Context: an optimization exercise on an open-source flow, tuned for small area. The choices shown serve that exercise and are no tape-out recipe. Function was checked by simulation only, so behaviour that the tests miss may differ from the original. Power figures rest on the tool's default switching activity, not on a simulated workload.

==> flow/design.v (excerpt) <==
module snake_top (
	input logic clk,
	input logic reset,
	input logic arrow_up,
	input logic arrow_down,
	input logic arrow_left,
	input logic arrow_right,
	output logic [7:0] led_segout,
	output logic [2:0] led_scanout,
	output logic [7:0] matrix_segout_r,
	output logic [7:0] matrix_segout_g,
	output logic [7:0] matrix_scanout
);
	logic [5:0] p;
	logic live;
	logic fresh;
	logic step;
	always_ff @(posedge clk or negedge reset) begin
		if (!reset) begin
			p <= 6'd63;
			live <= 1'b0;
			fresh <= 1'b1;
		end else begin
			p <= p + 6'd1;
			if (!p[0]) live <= 1'b1;
			if (p == 6'd6) fresh <= 1'b0;
		end
	end
	assign step = live && p == 6'd63;
	localparam logic [1:0] d_up = 2'd0;
	localparam logic [1:0] d_right = 2'd1;
	localparam logic [1:0] d_down = 2'd2;
	localparam logic [1:0] d_left = 2'd3;
	logic [1:0] want;
	logic [1:0] req;
	always_ff @(posedge clk or negedge reset) begin
		if (!reset) begin
			want <= d_down;
		end else begin
			if (!arrow_up) want <= d_up;
			else if (!arrow_down) want <= d_down;
			else if (arrow_left) want <= d_left;
  ...
==> flow/config.mk <==
export PLATFORM = sky130hd
export DESIGN_NAME = snake_top
export DESIGN_NICKNAME = snake_top
export VERILOG_FILES = /design/flow/design.v
export SDC_FILE = /design/flow/constraint.sdc
export NUM_CORES = 4
export LEC_CHECK = 0
export CAP_MARGIN = 20
export CORE_MARGIN = 2
export CORE_UTILIZATION = 60
export CTS_BUF_LIST = sky130_fd_sc_hd__clkbuf_8
export SLEW_MARGIN = 20
==> flow/constraint.sdc <==
create_clock -name core_clock -period 20.0 [get_ports {clk}]
set_input_delay 4.0000 -clock core_clock [delete_from_list [all_inputs] [get_ports {clk}]]
set_output_delay 4.0000 -clock core_clock [all_outputs]
set_load 0.01 [all_outputs]
standard.sh (not shown) runs the stock make flow with config.mk's settings and CLKGATE_MAP_FILE= SYNTH_SCRIPT=/design/flow/synth_recipe.tcl, a recipe that flattens the netlist after the stock synthesis.
==> flow/flow/run.sh <==
#!/bin/bash
# Layout flow: the standard synthesis, then the combinational logic is
# mapped again with stronger ABC area scripts (registers are left as they
# are: same instances, names and cell types), the smallest result is kept,
# and the standard flow runs on from floorplan to finish, with the
# smallest buffer for the port buffers.
set -euo pipefail
W=$(pwd)
R=$W/orfs/results/${FLOW_PLATFORM:-sky130hd}/snake_top/base
LIB=$FLOW_HOME/platforms/sky130hd/lib/sky130_fd_sc_hd__tt_025C_1v80.lib
YOSYS=$(command -v yosys || true)
[ -n "$YOSYS" ] || YOSYS=$FLOW_HOME/../tools/install/yosys/bin/yosys

bash standard.sh synth > $W/std_synth.log 2>&1
cp $R/1_2_yosys.v $W/synth_std.v

DU=$(sed -n '/DONT_USE_CELLS/,/^$/p' $FLOW_HOME/platforms/sky130hd/config.mk | grep -o 'sky130_fd_sc_hd__[a-z0-9_]*' | sed 's/^/-dont_use /' | tr '\n' ' ')
remap() {
	local s=$1
	local n=$(basename $s .script)
	cat > $W/remap_$n.ys <<EOS
read_liberty -ignore_miss_func $LIB
setattr -mod -set keep_hierarchy 1 sky130_fd_sc_hd__*df* sky130_fd_sc_hd__*dl*
read_verilog $W/synth_std.v
hierarchy -top $FLOW_TOP
flatten
opt -purge
abc -liberty $LIB $DU -script $s
opt_clean -purge
splitnets
opt_clean -purge
hilomap -singleton -hicell sky130_fd_sc_hd__conb_1 HI -locell sky130_fd_sc_hd__conb_1 LO
insbuf -buf sky130_fd_sc_hd__buf_1 A X
opt_clean -purge
select $FLOW_TOP
tee -o $W/remap_$n.stat stat -liberty $LIB
write_verilog -noattr -nohex -nodec -selected $W/remap_$n.v
EOS
	$YOSYS -s $W/remap_$n.ys > $W/remap_$n.log 2>&1 || true
}
# the ABC scripts: deep synthesis from several seeds, then area mapping
mkdir -p $W/abc
for seed in 0 2 3 4 5 6 7 8; do
	ds="&deepsyn -T 90"
	[ $seed -eq 0 ] || ds="$ds -S $seed"
	printf 'strash\n&get -n\n%s\n&put\nstrash\ndch\namap\n' "$ds" > $W/abc/abc_s${seed}.script
done
jobs_max=${NUM_CORES:-4}
for s in $W/abc/abc_*.script; do
	while [ "$(jobs -rp | wc -l)" -ge "$jobs_max" ]; do sleep 2; done
	remap $s &
done
wait

best=""
best_area=""
for s in $W/abc/abc_*.script; do
	n=$(basename $s .script)
	a=$(grep -o "Chip area for module '.$FLOW_TOP': [0-9.]*" $W/remap_$n.stat 2>/dev/null | awk '{print $NF}' || true)
	echo "$n $a" >> $W/remap_areas.txt
	if [ -n "$a" ] && { [ -z "$best_area" ] || awk "BEGIN{exit !($a < $best_area)}"; }; then
		best=$n
		best_area=$a
	fi
done

# the same registers, by instance name and cell type, or keep the standard netlist
regs() { grep -oE '^\s*sky130_fd_sc_hd__\S*(df|dl)\S*\s+\S+' "$1" | awk '{print $1, $2}' | sort; }
if [ -n "$best" ] && [ "$(regs $W/synth_std.v)" == "$(regs $W/remap_$best.v)" ]; then
	echo "using $best ($best_area)" >> $W/remap_areas.txt
	sleep 1
	cp $W/remap_$best.v $R/1_2_yosys.v
	touch $R/1_2_yosys.v
else
	echo "using the standard netlist" >> $W/remap_areas.txt
fi

# port buffers: the smallest buffer, which drives the 0.01 pF loads easily
export BUFFER_PORTS_ARGS="-buffer_cell sky130_fd_sc_hd__buf_1"
# clock tree options, if the version gives them
if [ -f $W/flow/cts_args.txt ]; then
	export CTS_ARGS="$(cat $W/flow/cts_args.txt)"
fi
bash standard.sh finish > $W/std_finish.log 2>&1
==> flow/flow/cts_args.txt <==
-sink_clustering_enable -repair_clock_nets -buf_list sky130_fd_sc_hd__clkbuf_8 -dont_use_dummy_load
The baseline went through all stages and came out clean.
Edit:
--- a/flow/flow/run.sh
+++ b/flow/flow/run.sh
@@ -32,3 +32,3 @@
 hilomap -singleton -hicell sky130_fd_sc_hd__conb_1 HI -locell sky130_fd_sc_hd__conb_1 LO
-insbuf -buf sky130_fd_sc_hd__buf_1 A X
+insbuf -buf sky130_fd_sc_hd__buf_4 A X
 opt_clean -purge
@@ -40,12 +40,3 @@
 }
-# the ABC scripts: deep synthesis from several seeds, then area mapping
-mkdir -p $W/abc
-for seed in 0 2 3 4 5 6 7 8; do
-	ds="&deepsyn -T 90"
-	[ $seed -eq 0 ] || ds="$ds -S $seed"
-	printf 'strash\n&get -n\n%s\n&put\nstrash\ndch\namap\n' "$ds" > $W/abc/abc_s${seed}.script
-done
-jobs_max=${NUM_CORES:-4}
-for s in $W/abc/abc_*.script; do
-	while [ "$(jobs -rp | wc -l)" -ge "$jobs_max" ]; do sleep 2; done
+for s in $W/flow/abc_*.script; do
 	remap $s &
@@ -56,3 +47,3 @@
 best_area=""
-for s in $W/abc/abc_*.script; do
+for s in $W/flow/abc_*.script; do
 	n=$(basename $s .script)
==> flow/flow/abc_b5.script (new file) <==
strash
&get -n
&deepsyn -T 90
&put
strash
&get -n
&dch -f
&nf -R 1000
&put
==> flow/flow/abc_c3.script (new file) <==
strash
&get -n
&deepsyn -T 90
&put
strash
dch
amap
==> flow/flow/abc_c4.script (new file) <==
strash
&get -n
&deepsyn -T 90 -S 2
&put
strash
&get -n
&dch -f
&nf -R 1000
&put
==> flow/flow/abc_d1.script (new file) <==
strash
&get -n
&deepsyn -T 90 -S 7
&put
strash
dch
amap
--- a/flow/config.mk
+++ b/flow/config.mk
@@ -7,2 +7,3 @@
 export LEC_CHECK = 0
+export ABC_AREA = 1
 export CAP_MARGIN = 20
removed: flow/flow/cts_args.txt
Outcome: The changed run produced a clean layout; non-clock buffer count rose by 4; routed wire length shrinks by 7.1%; cell count went down by about 1.7%; global-route usage decreases by 2.5 points.
Edit:
--- a/flow/config.mk
+++ b/flow/config.mk
@@ -10,3 +10,3 @@
 export CORE_MARGIN = 2
-export CORE_UTILIZATION = 60
+export CORE_UTILIZATION = 50
 export CTS_BUF_LIST = sky130_fd_sc_hd__clkbuf_8
Clock-buffer cell count does not change.
Power is higher slightly.
Global-route usage fell by 5.2 points.
Edit:
--- a/flow/flow/run.sh
+++ b/flow/flow/run.sh
@@ -32,3 +32,3 @@
 hilomap -singleton -hicell sky130_fd_sc_hd__conb_1 HI -locell sky130_fd_sc_hd__conb_1 LO
-insbuf -buf sky130_fd_sc_hd__buf_4 A X
+insbuf -buf sky130_fd_sc_hd__buf_1 A X
 opt_clean -purge
@@ -40,3 +40,12 @@
 }
-for s in $W/flow/abc_*.script; do
+# the ABC scripts: deep synthesis from several seeds, then area mapping
+mkdir -p $W/abc
+for seed in 0 2 3 4 5 6 7 8; do
+	ds="&deepsyn -T 90"
+	[ $seed -eq 0 ] || ds="$ds -S $seed"
+	printf 'strash\n&get -n\n%s\n&put\nstrash\ndch\namap\n' "$ds" > $W/abc/abc_s${seed}.script
+done
+jobs_max=${NUM_CORES:-4}
+for s in $W/abc/abc_*.script; do
+	while [ "$(jobs -rp | wc -l)" -ge "$jobs_max" ]; do sleep 2; done
 	remap $s &
@@ -47,3 +56,3 @@
 best_area=""
-for s in $W/flow/abc_*.script; do
+for s in $W/abc/abc_*.script; do
 	n=$(basename $s .script)
==> flow/flow/cts_args.txt (new file) <==
-sink_clustering_enable -repair_clock_nets -buf_list sky130_fd_sc_hd__clkbuf_8 -dont_use_dummy_load
--- a/flow/config.mk
+++ b/flow/config.mk
@@ -7,6 +7,5 @@
 export LEC_CHECK = 0
-export ABC_AREA = 1
 export CAP_MARGIN = 20
 export CORE_MARGIN = 2
-export CORE_UTILIZATION = 50
+export CORE_UTILIZATION = 65
 export CTS_BUF_LIST = sky130_fd_sc_hd__clkbuf_8
removed: flow/flow/abc_b5.script
removed: flow/flow/abc_c3.script
removed: flow/flow/abc_c4.script
removed: flow/flow/abc_d1.script
- The changed run produced a clean layout
- hold slack got worse by 0.0064 ns
- setup slack gets worse by 0.86 ns
- clock-buffer cell count stays the same
- total power drops by about 11%
- final cell count is lower by about 0.5%
- fmax falls by about 8%
- core utilization grows by 16 points
- global-route usage came out higher by 11 points
Edit:
--- a/flow/flow/run.sh
+++ b/flow/flow/run.sh
@@ -5,3 +5,4 @@
 # and the standard flow runs on from floorplan to finish, with the
-# smallest buffer for the port buffers.
+# smallest buffer for the port buffers and, if flow/cts_args.txt exists,
+# the clock tree options it gives.
 set -euo pipefail
@@ -32,3 +33,3 @@
 hilomap -singleton -hicell sky130_fd_sc_hd__conb_1 HI -locell sky130_fd_sc_hd__conb_1 LO
-insbuf -buf sky130_fd_sc_hd__buf_1 A X
+insbuf -buf sky130_fd_sc_hd__buf_4 A X
 opt_clean -purge
@@ -40,12 +41,3 @@
 }
-# the ABC scripts: deep synthesis from several seeds, then area mapping
-mkdir -p $W/abc
-for seed in 0 2 3 4 5 6 7 8; do
-	ds="&deepsyn -T 90"
-	[ $seed -eq 0 ] || ds="$ds -S $seed"
-	printf 'strash\n&get -n\n%s\n&put\nstrash\ndch\namap\n' "$ds" > $W/abc/abc_s${seed}.script
-done
-jobs_max=${NUM_CORES:-4}
-for s in $W/abc/abc_*.script; do
-	while [ "$(jobs -rp | wc -l)" -ge "$jobs_max" ]; do sleep 2; done
+for s in $W/flow/abc_*.script; do
 	remap $s &
@@ -56,3 +48,3 @@
 best_area=""
-for s in $W/abc/abc_*.script; do
+for s in $W/flow/abc_*.script; do
 	n=$(basename $s .script)
==> flow/flow/abc_b5.script (new file) <==
strash
&get -n
&deepsyn -T 90
&put
strash
&get -n
&dch -f
&nf -R 1000
&put
==> flow/flow/abc_c3.script (new file) <==
strash
&get -n
&deepsyn -T 90
&put
strash
dch
amap
==> flow/flow/abc_c4.script (new file) <==
strash
&get -n
&deepsyn -T 90 -S 2
&put
strash
&get -n
&dch -f
&nf -R 1000
&put
==> flow/flow/abc_d1.script (new file) <==
strash
&get -n
&deepsyn -T 90 -S 7
&put
strash
dch
amap
--- a/flow/config.mk
+++ b/flow/config.mk
@@ -9,3 +9,3 @@
 export CORE_MARGIN = 2
-export CORE_UTILIZATION = 65
+export CORE_UTILIZATION = 60
 export CTS_BUF_LIST = sky130_fd_sc_hd__clkbuf_8
Effect:
- The new run produced a clean layout
- total power is about the same
- sequential power hardly moves
- first-iteration DRC count is lower by 5.7%

==> static timing again, ports no longer ideal <==
In the flow no input, the clock included, has a driving cell. The finished layouts below were timed again as built, in two steps.
Step 1: set_driving_cell puts a clkbuf_16 on clk and a buf_2 on each other input, an assumption about the parent block.
Step 2 moves the port delays by t, midway between the first and last clock arrival at a register: inputs arrive t later, outputs are due t later. That takes back most of the time a late clock gives input paths.
a / b / c = no drivers / after step 1 / after step 2; a / b = the first two.
| run | shift t [ns] | slack for setup (ns) | worst setup path at the end | worst register clock-pin slew, ns |
|---|---|---|---|---|
| the first run | 0.501 | 9.062 / 9.062 / 9.062 | register to register | 0.10 / 0.10 |
| the second run | 0.514 | 9.879 / 9.879 / 9.879 | register to register | 0.11 / 0.11 |
| the third run | 0.516 | 9.930 / 9.930 / 9.930 | register to register | 0.12 / 0.12 |
| the fourth run | 0.510 | 9.069 / 9.069 / 9.069 | register to register | 0.11 / 0.11 |
| the fifth run | 0.482 | 9.099 / 9.099 / 9.099 | register to register | 0.11 / 0.11 |
After both steps every run listed still meets setup and hold.
